This design comes from an exercise in tuning for small area and few clock cycles per item on the open sky130 flow, not from production work.
The RTL was checked by simulation tests, not by an equivalence proof against the original design.
Power and IR drop assume default switching activity.

== wip/garnet ==
Design bucketed_hash_set, start of the top module:
module bucketed_hash_set #(
    parameter int BUCKET_COUNT     = DEF_BUCKET_COUNT,
    parameter int SLOTS_PER_BUCKET = DEF_SLOTS_PER_BUCKET
) (
    input  logic      i_clk,
    input  logic      i_rst_n,
    input  logic             i_req_valid,
    output logic             o_req_ready,
    input  logic [CMD_W-1:0] i_req_command,
    input  logic [KEY_W-1:0] i_req_key,
    output logic             o_rsp_valid,
    input  logic             i_rsp_ready,
    output logic [STS_W-1:0] o_rsp_status
);
Settings: LEC_CHECK=0, CAP_MARGIN=20, CORE_MARGIN=2, CORE_UTILIZATION=40, CTS_CLUSTER_DIAMETER=65, CTS_CLUSTER_SIZE=32, SLEW_MARGIN=20; clock period 10.0 ns.
run.sh (not shown) runs the stock make flow with config.mk's settings and CLKGATE_MAP_FILE= SYNTH_SCRIPT=/design/flow/synth_recipe.tcl, a recipe that flattens the netlist after the stock synthesis.
wip/garnet: full flow OK, the timing, DRC and antenna checks passed
Testbench counts of wip/garnet, summed over its fixed seeds: cycles 24,552, items 24,000.
The following lists how wip/juniper was set up differently from wip/garnet:
Settings: CTS_CLUSTER_DIAMETER changed from 65 to 70; SYNTH_HIERARCHICAL newly set to 1; PLACE_DENSITY newly set to 0.75.
### Flow results
- wip/juniper vs wip/garnet — transition time at the pin with the least slew margin rose 0.057 ns.
- Looking at proportion of synthesized chip area in sequential cells, wip/juniper sits above wip/garnet.
- Part of the total power dissipated in combinational logic: wip/juniper > wip/garnet
- Comparing die width for wip/juniper and wip/garnet, the bigger number came from wip/garnet.
- Between wip/juniper and wip/garnet, post-synthesis share of cell area spent on and, or, nand and nor gates is higher for wip/garnet, wip/juniper comes in under that.
- wip/juniper vs wip/garnet — design area dropped 0.0025 sq mm.
- Maximum frequency is lower on wip/juniper
- Post-detailed-route wirelength per cell, wip/juniper and wip/garnet: larger value in wip/garnet
- Side by side, smallest setup slack after layout turned out lower in wip/juniper than in wip/garnet.
- Compare wip/juniper and wip/garnet | final critical-path required period higher: wip/juniper
- Compared with wip/garnet, overall power after layout in wip/juniper decreased slightly.
[inputs] wip/onyx vs wip/juniper
Settings: changing CTS_CLUSTER_SIZE from 32 to 30; changing PLACE_DENSITY from 0.75 to 0.7; changing CTS_CLUSTER_DIAMETER from 70 to 50; removing SYNTH_HIERARCHICAL (formerly 1); changing CORE_UTILIZATION from 40 to 55.
[summary]
wip/juniper | stages: all done | timing, DRC, antenna: all pass. wip/onyx ended with every stage complete and zero timing, DRC or antenna violations. On combinational power share, the higher figure sits with wip/juniper, not wip/onyx. Changes observed in wip/onyx relative to wip/juniper: gate count after technology mapping up 272; final critical delay including setup and external delays -0.033 ns. Die area: wip/juniper and wip/onyx compared, lower one is wip/onyx. wip/onyx vs. wip/juniper: sequential cell area share went down by 2.2 points; number of antenna violations at the first check in global routing went up by 4; post-layout instance area went up by about 3.6%; synthesized area went up by 1.4%; number of filler cells placed in the layout went down by 5746. Power for wip/onyx: about 4.4% up relative to wip/juniper. Relative to wip/juniper, the non-clock buffer count measured on wip/onyx has increased by more than 10%.
The inputs of wip/sierra differ from those of wip/onyx as listed below.
Settings: CTS_CLUSTER_DIAMETER: 50 -> 60; CORE_UTILIZATION: 55 -> 40; SYNTH_HIERARCHICAL: unset -> 1; CTS_CLUSTER_SIZE: 30 -> 26; PLACE_DENSITY: 0.7 -> unset.
### Flow results
Critical path depth (higher): wip/sierra
Going from wip/onyx to wip/sierra, total placed instance area was more or less identical, total power draw went down by about 1%, die area went up by 0.048 sq mm, number of global-route vias before repair went down by 7.7%.
The following lists how wip/raven was set up differently from wip/sierra:
Settings: putting PLACE_DENSITY at 0.95 where nothing was set; swapping 26 for 32 in CTS_CLUSTER_SIZE; swapping 60 for 70 in CTS_CLUSTER_DIAMETER.
==> comparison <==
Part of the total power dissipated in combinational logic delta for wip/raven relative to wip/sierra: 0.9 points higher
As far as final sequential cell count goes, wip/sierra and wip/raven are indistinguishable; the numbers are identical.
Summary of wip/raven over wip/sierra: number of instances on the worst hold path ~0 delta, setup slack -0.18 ns, met1 capacity usage during global routing -4.8 points, number of optimization iterations in the first detailed-route pass +1.
Of wip/raven and wip/sierra, the run reporting the lower utilization was wip/raven.
Buffering stage count on the worst path with inverters included in wip/raven is 1 lower than in wip/sierra
The total power reported for wip/raven is smaller than that of wip/sierra by about 4%.
From wip/sierra to wip/raven the numbers moved as follows: vias per cell saw an increase, aggregate routed wire length now smaller.

---

== before ==
Starting RTL as in the previous note.
// bucketed_hash_set
module bucketed_hash_set #(
    parameter int BUCKET_COUNT     = DEF_BUCKET_COUNT,
    parameter int SLOTS_PER_BUCKET = DEF_SLOTS_PER_BUCKET
) (
    input  logic      i_clk,
    input  logic      i_rst_n,
    input  logic             i_req_valid,
    output logic             o_req_ready,
    input  logic [CMD_W-1:0] i_req_command,
    input  logic [KEY_W-1:0] i_req_key,
    output logic             o_rsp_valid,
    input  logic             i_rsp_ready,
    output logic [STS_W-1:0] o_rsp_status
);
    localparam int CODE_W = KEY_W - 3;
    logic                                  r_v;
    logic [CMD_W-1:0]                      r_cmd;
    logic [BUCKET_COUNT-1:0]               r_sel;
    logic [CODE_W-1:0]                     r_code;
    logic                                  r_pend_v;
    logic [BUCKET_COUNT-1:0]               r_pend_sel;
    logic [CODE_W-1:0]                     r_pend_code;
    logic                                  r_out_v;
    logic [STS_W-1:0]                      r_out_status;
    logic [BUCKET_COUNT-1:0]               w_sel;
    logic [CODE_W-1:0]                     w_code;
    logic [SLOTS_PER_BUCKET*CODE_W-1:0]    w_row;
    logic [SLOTS_PER_BUCKET-1:0]           w_row_valid;
    logic [BUCKET_COUNT-1:0]               w_port_free;
    logic                                  w_pend_row;
    logic                                  w_pend_hit;
    logic [STS_W-1:0]                      w_status;
    logic                                  w_add;
    logic                                  w_del_pend;
    logic [SLOTS_PER_BUCKET-1:0]           w_clr;
    logic                                  w_drain;
    logic                                  w_direct;
    logic                                  w_stall;
    logic                                  w_go;
    logic                                  w_done;
    logic                                  w_load_pend;
    logic [BUCKET_COUNT-1:0]               w_fill;
    logic [CODE_W-1:0]                     w_fill_code;
  ...
make LEC_CHECK=0 CAP_MARGIN=20 CORE_MARGIN=2 CORE_UTILIZATION=40 CTS_CLUSTER_DIAMETER=70 CTS_CLUSTER_SIZE=32 PLACE_DENSITY=0.88 SLEW_MARGIN=20 SYNTH_HIERARCHICAL=1 finish   # period 10.0 ns
Testbench counts of before, summed over its fixed seeds: cycles 24,552, items 24,000.
Input changes introduced in after (baseline for comparison: before):
- PLACE_DENSITY no longer set, was 0.88
- CTS_CLUSTER_SIZE no longer set, was 32
- CTS_CLUSTER_DIAMETER no longer set, was 70
- SYNTH_HIERARCHICAL no longer set, was 1
## What came out
Summary of after over before: die area went up; global-route usage went up; fraction of area in registers went down; clock-pin transition on the worst setup and hold timing paths went down. after vs before, non-filler instance count after layout went up by about 8%. Compare after and before | number of global-route vias before repair lower: before. [compare] base=before new=after: worst slew margin relative to its limit went down by 1.9 points, overall power after layout saw an increase, multi-input logic portion of the cell area now sits lower.

## port drivers added, routing unchanged
No port has a modelled driver above. Below, the same layouts with a new extraction and two added sets of constraints.
Step 1, drivers: a clkbuf_16 drives i_clk and a buf_2 each remaining input, both assumed.
Step 2, shift: input delay + t, output delay - t, t = (earliest + latest rising clock arrival at the registers) / 2. This alone moves slack from input paths to output paths.
Slacks: ideal / step 1 / step 2; pairs: ideal / step 1.
run | t (ns) | slack for setup (ns) | worst setup path after step 2 | clock arrival spread, ns | cell pins on the clock port's net
wip/garnet | 0.883 | 2.057 / 1.968 / 1.670 | input to register | 0.062 / 0.062 | 1
wip/juniper | 0.815 | 1.846 / 1.778 / 1.906 | input to register | 0.057 / 0.058 | 1
wip/onyx | 0.881 | 1.879 / 1.798 / 1.656 | input to register | 0.059 / 0.059 | 1
wip/sierra | 0.858 | 1.608 / 1.531 / 1.976 | input to register | 0.040 / 0.040 | 1
wip/raven | 0.795 | 1.432 / 1.350 / 1.745 | input to register | 0.053 / 0.054 | 1
before | 0.802 | 1.855 / 1.773 / 1.774 | input to register | 0.048 / 0.049 | 1
after | 0.948 | 2.040 / 1.952 / 1.663 | input to register | 0.060 / 0.060 | 1
After both steps setup and hold are still met in every run listed. For wip/garnet, which loses most, drivers alone change the setup slack by -0.089 ns; drivers and shift together by -0.387 ns.
